This design comes from an exercise in tuning for small area and a short achievable clock period on the open sky130 flow, not from production work. Function was checked by simulation only, so behaviour that the tests miss may differ from the original. No activity file was given, so power comes from the tool's default toggle rates.

Design acc_channel_hub, start of the top module:
module acc_channel_hub #(
  parameter int unsigned NCh   = 2,
  parameter int unsigned Dw    = acc_hub_pkg::DefDw,
  parameter int unsigned Depth = acc_hub_pkg::DefDepth,
  parameter int unsigned CntW  = 16
) (
  input  logic              clk_i,
  input  logic              reset_i,
  input  logic              start_i,
  input  logic [2:0]        ch_sel_i,
  input  logic              bypass_i,
  input  logic [CntW-1:0]   word_count_i,
  input  logic              tx_valid_i,
  input  logic [Dw-1:0]     tx_data_i,
  output logic              tx_ready_o,
  output logic              rx_valid_o,
  output logic [Dw-1:0]     rx_data_o,
  input  logic              rx_ready_i,
  output logic              busy_o,
  output logic              done_o,
  output logic              err_sel_o,
  output logic [NCh-1:0]    acc_enable_o,
  input  logic [NCh-1:0]    acc_get_i,
  output logic [NCh*Dw-1:0] acc_data_out_o,
  output logic [NCh-1:0]    to_acc_empty_o,
  input  logic [NCh-1:0]    acc_put_i,
  input  logic [NCh*Dw-1:0] acc_data_in_i,
  output logic [NCh-1:0]    from_acc_full_o,
  output logic [NCh-1:0]    ovf_err_o
);
clock: 5.0 ns
lec_check: 0
cap_margin: 20
core_margin: 2
core_utilization: 40
cts_buf_list: sky130_fd_sc_hd__clkbuf_16
cts_cluster_diameter: 80
cts_cluster_size: 24
setup_slack_margin: 3.0
slew_margin: 50
tns_end_percent: 0
standard.sh (not shown) runs the stock make flow with config.mk's settings and CLKGATE_MAP_FILE= SYNTH_SCRIPT=/design/flow/synth_recipe.tcl, a recipe that flattens the netlist after the stock synthesis.
==> flow/flow/run.sh <==
#!/bin/bash
# Standard ORFS layout, with the ports buffered by buf_2 cells instead of the
# slow delay-buffer cell buffer_ports picks by default.
set -euo pipefail
export BUFFER_PORTS_ARGS="-buffer_cell sky130_fd_sc_hd__buf_2"
bash standard.sh > flow_standard.log 2>&1
Change:
Settings changed: CTS_CLUSTER_DIAMETER 80 to 90, CTS_CLUSTER_SIZE 24 to 27, SLEW_MARGIN 50 to 20.
Routed wire length rises by 0.93%.
Setup slack got worse by 0.041 ns.
Cell area falls by 0.58%.
Hold slack improved by 0.0036 ns.
First-iteration DRC count hardly moves.
Final cell count hardly moves.
Area after synthesis does not change.
Maximum frequency falls by 1.7%.
Count of clock-buffer cells in the layout falls by 16.
Change:
Settings changed: CAP_MARGIN 20 to 50, SLEW_MARGIN 20 to 50.
- The changed run finished clean
- worst hold slack is worse by 0.011 ns
- cell area hardly moves
- clock power fell by about 0.4%
Change:
Settings changed: CAP_MARGIN 50 to 20, SLEW_MARGIN 50 to 70.
=>
- clock power came out higher slightly
- design area came out higher by a few percent
- wire length stays flat
- first-iteration DRC count came out lower by a few percent
- critical path depth does not change
- via count came out higher slightly
- worst hold slack gains 0.022 ns
- flip-flop and latch count stays the same
- area after synthesis stays the same
- non-clock buffer count came out higher by 108
Change:
Settings changed: SLEW_MARGIN 70 to 50.
Outcome: Total power went down by about 0.47%; area after synthesis is unchanged; global-route usage went down by 0.10 points; worst setup slack gets worse by 0.0081 ns.

* * *

== exp/delta ==
acc_channel_hub, a different RTL version from the one above (not shown whole).
Size: roughly 2,200 flip-flops, about 230 I/O pins.
export LEC_CHECK = 0
export CAP_MARGIN = 20
export CORE_MARGIN = 2
export CORE_UTILIZATION = 40
export SETUP_SLACK_MARGIN = 2.3
export SLEW_MARGIN = 20
create_clock -name core_clock -period 5.0 [get_ports {clk_i}]
==> flow/flow/run.sh <==
#!/bin/bash
# Standard ORFS layout, with the ports buffered by buf_4 cells instead of the
# slow delay-buffer cell buffer_ports picks by default.
set -euo pipefail
export BUFFER_PORTS_ARGS="-buffer_cell sky130_fd_sc_hd__buf_4"
bash standard.sh > flow_standard.log 2>&1
Having completed the whole flow, exp/delta delivered a layout that passed the timing, design-rule and antenna checks.
diff inputs: exp/delta => exp/tundra
- putting CTS_CLUSTER_SIZE at 27 where nothing was set
- putting CTS_BUF_LIST at sky130_fd_sc_hd__clkbuf_16 where nothing was set
- putting CTS_CLUSTER_DIAMETER at 90 where nothing was set
- swapping 2.3 for 2.7 in SETUP_SLACK_MARGIN
==> flow/flow/run.sh <==
#!/bin/bash
# Standard ORFS layout, with the ports buffered by buf_2 cells instead of the
# slow delay-buffer cell buffer_ports picks by default.
set -euo pipefail
export BUFFER_PORTS_ARGS="-buffer_cell sky130_fd_sc_hd__buf_2"
bash standard.sh > flow_standard.log 2>&1
==> comparison <==
exp/delta ended up with met4 as its highest signal layer in the routed design; exp/tundra ended up with met5. Relative to exp/delta, non-clock buffer count increased by 364 in exp/tundra. Diff exp/delta -> exp/tundra | via count normalized by instance count | up by a few percent. On final worst setup slack: between exp/delta and exp/tundra, it ends up lower for exp/delta.
> inputs changed (exp/tundra -> exp/yarrow)
- a change of SETUP_SLACK_MARGIN from 2.7 to 2.4
- a change of CTS_CLUSTER_DIAMETER from 90 to 80
- a change of CTS_CLUSTER_SIZE from 27 to 24
==> flow/flow/run.sh <==
#!/bin/bash
# Standard ORFS layout, with the ports buffered by buf_4 cells instead of the
# slow delay-buffer cell buffer_ports picks by default.
set -euo pipefail
export BUFFER_PORTS_ARGS="-buffer_cell sky130_fd_sc_hd__buf_4"
bash standard.sh > flow_standard.log 2>&1
Notes after the runs:
- In summary, exp/yarrow completed successfully, with a layout that passed the timing, design-rule and antenna checks.
- Having completed the whole flow, exp/tundra delivered a layout that passed the timing, design-rule and antenna checks.
- Higher switching portion of total power among exp/tundra and exp/yarrow: exp/tundra
- Higher met2 routed wirelength among exp/tundra and exp/yarrow: exp/tundra
- Higher final critical path time including I/O delays and setup among exp/tundra and exp/yarrow: exp/yarrow
- Re maximum number of pins on one net before global-route repair: exp/yarrow is about 2.3% down on exp/tundra.
- Re count of instances resized after the clock tree is built: exp/yarrow is 529 down on exp/tundra.
[inputs] exp/violet vs exp/yarrow
- swapping 2.4 for 2.0 in SETUP_SLACK_MARGIN
- clearing CTS_CLUSTER_DIAMETER, which used to be 80
- clearing CTS_BUF_LIST, which used to be sky130_fd_sc_hd__clkbuf_16
- clearing CTS_CLUSTER_SIZE, which used to be 24
==> flow/run.sh (new file) <==
#!/bin/bash
# synth_recipe.tcl (not shown) runs the flow's synth.tcl, then flattens the netlist and writes it again
# the make line also repeats each setting of config.mk as NAME=value (left out here)
make -C /OpenROAD-flow-scripts/flow DESIGN_CONFIG=/design/flow/config.mk WORK_HOME=/design/flow/orfs CLKGATE_MAP_FILE= SYNTH_SCRIPT=/design/flow/synth_recipe.tcl finish
removed: flow/flow/run.sh
removed: flow/standard.sh
[summary]
- Summary of exp/violet over exp/yarrow: setup slack of the worst register-to-register path lower, sum of net half-perimeters after detailed placement went up, first-pass GRT wire length increased 2100 um.
- On exp/violet: post-route cell area is about 3.5% higher than what exp/yarrow gave.
- Comparing exp/yarrow and exp/violet, cell count of the worst hold path is lower on exp/violet.
- exp/violet: met2 wire length 1.4% above exp/yarrow
- In the metrics for exp/yarrow and exp/violet, the one carrying the higher sequential share of cell area is exp/yarrow.
- From exp/yarrow to exp/violet the numbers moved as follows: highest net fanout along the worst path increased 14, worst slack at placement has decreased, count of vias placed by the detailed router +395.
- Re worst-case clock buffer depth: no difference whatsoever between exp/violet and exp/yarrow.

* * *

== lane 5 ==
acc_channel_hub, a different RTL version from the one above (not shown whole).
Size: ~2200 flip-flops, roughly 230 I/O pins.
export LEC_CHECK = 0
export CAP_MARGIN = 20
export CORE_MARGIN = 2
export CORE_UTILIZATION = 40
export CTS_BUF_LIST = sky130_fd_sc_hd__clkbuf_16
export CTS_CLUSTER_DIAMETER = 80
export CTS_CLUSTER_SIZE = 24
export SETUP_SLACK_MARGIN = 3.0
export SLEW_MARGIN = 20
export TNS_END_PERCENT = 0
create_clock -name core_clock -period 5.0 [get_ports {clk_i}]
==> flow/flow/run.sh <==
#!/bin/bash
# Standard ORFS layout, with the ports buffered by buf_2 cells instead of the
# slow delay-buffer cell buffer_ports picks by default.
set -euo pipefail
export BUFFER_PORTS_ARGS="-buffer_cell sky130_fd_sc_hd__buf_2"
bash standard.sh > flow_standard.log 2>&1
## Diff of input files: lane 3 against lane 5
- CTS_CLUSTER_SIZE now 27, was 24
- SLEW_MARGIN now 50, was 20
- CTS_CLUSTER_DIAMETER now 90, was 80
--- outcome ---
The final layouts of lane 5 and lane 3 pass the timing, design-rule and antenna checks. [lane 3] register-to-register slack rose 0.02 ns relative to lane 5. ~same via count in lane 5 and lane 3. Layout net count in lane 3 is 29 below lane 5. Area growth from synthesis to layout was higher in the run labelled lane 5.

* * *

## 03-17
RTL: one of the versions met above, not the one the previous note started from.
Size: ~5200 cells after synthesis, ~2200 flip-flops, about 230 I/O pins, roughly 82000 µm² of cells after synthesis.
clock: 5.0 ns
lec_check: 0
cap_margin: 20
core_margin: 2
core_utilization: 40
slew_margin: 20
run.sh (not shown) runs the stock make flow with config.mk's settings and CLKGATE_MAP_FILE= SYNTH_SCRIPT=/design/flow/synth_recipe.tcl, a recipe that flattens the netlist after the stock synthesis.
Stock flow here: none of the scripts above is used.
03-17: all stages complete, timing, DRC and antenna checks passed
Input-level comparison between 10-09 and 03-17:
==> flow/flow/run.sh (new file) <==
#!/bin/bash
# Standard ORFS layout, with the ports buffered by buf_2 cells instead of the
# slow delay-buffer cell buffer_ports picks by default.
set -euo pipefail
export BUFFER_PORTS_ARGS="-buffer_cell sky130_fd_sc_hd__buf_2"
bash standard.sh > flow_standard.log 2>&1
==> flow/standard.sh (new file) <==
#!/bin/bash
# synth_recipe.tcl (not shown) runs the flow's synth.tcl, then flattens the netlist and writes it again
# the make line also repeats each setting of config.mk as NAME=value (left out here)
make -C /OpenROAD-flow-scripts/flow DESIGN_CONFIG=/design/flow/config.mk WORK_HOME=/design/flow/orfs CLKGATE_MAP_FILE= SYNTH_SCRIPT=/design/flow/synth_recipe.tcl "${@:-finish}"
-- flow/config.mk --
<<< 03-17, line 9
export CORE_MARGIN = 2
export CORE_UTILIZATION = 40
export SLEW_MARGIN = 20
>>> 10-09, line 9
export CORE_MARGIN = 2
export CORE_UTILIZATION = 40
export CTS_BUF_LIST = sky130_fd_sc_hd__clkbuf_16
export CTS_CLUSTER_DIAMETER = 90
export CTS_CLUSTER_SIZE = 27
export SETUP_SLACK_MARGIN = 3.0
export SLEW_MARGIN = 20
export TNS_END_PERCENT = 0
removed: flow/run.sh
Findings:
10-09 vs 03-17, portion of total power attributed to combinational logic went up by 1.1 points.
Every stage of the flow completed for 03-17, and the final layout passed the timing, design-rule and antenna checks.
10-09 has completed all stages; timing, DRC and antenna checks passed.
The clock network power share reported for 10-09 is smaller than that of 03-17 by 12 points.
Compared to 03-17, 10-09 has fraction of area in registers 1.7 points higher.

==> re-timing with driven ports <==
The results above use ideal ports. As a check the final layouts listed here were re-extracted and re-timed, cells and wires unchanged. Step 1: set_driving_cell puts a clkbuf_16 on clk_i and a buf_2 on each other input, an assumption about the parent block. Step 2 times the ports against the registers' clock, not the clock port: input delays grow and output delays shrink by t, the midpoint of the rising clock arrivals with the driver on. Three values: no drivers, after step 1, after step 2; two values: the first two.
run | t, ns | slack for setup (ns) | worst setup path after step 2 | worst data-port slew with drivers (ns)
the first run of note 1 | 0.861 | 2.654 / 2.561 / 1.863 | input to register | 0.23
the second run of note 1 | 0.842 | 2.613 / 2.533 / 1.737 | input to register | 0.21
the third run of note 1 | 0.842 | 2.617 / 2.529 / 1.867 | input to register | 0.22
the fourth run of note 1 | 0.837 | 2.628 / 2.545 / 1.934 | input to register | 0.22
the fifth run of note 1 | 0.840 | 2.620 / 2.535 / 1.875 | input to register | 0.22
exp/delta | 0.932 | 2.226 / 2.226 / 1.622 | input to register | 0.14
exp/tundra | 0.879 | 2.488 / 2.488 / 1.752 | input to register | 0.19
exp/yarrow | 0.883 | 2.434 / 2.427 / 1.649 | input to register | 0.15
exp/violet | 0.932 | 2.023 / 1.955 / 1.141 | input to register | 0.15
lane 5 | 0.883 | 2.592 / 2.511 / 1.734 | input to register | 0.18
lane 3 | 0.873 | 2.583 / 2.532 / 1.785 | input to register | 0.19
03-17 | 0.923 | 1.343 / 1.403 / 0.480 | input to register | 0.09
10-09 | 0.857 | 2.522 / 2.522 / 1.777 | input to register | 0.11
After both steps setup and hold are still met in every run listed. For exp/violet, which loses most, drivers alone change the setup slack by -0.068 ns; drivers and shift together by -0.882 ns.
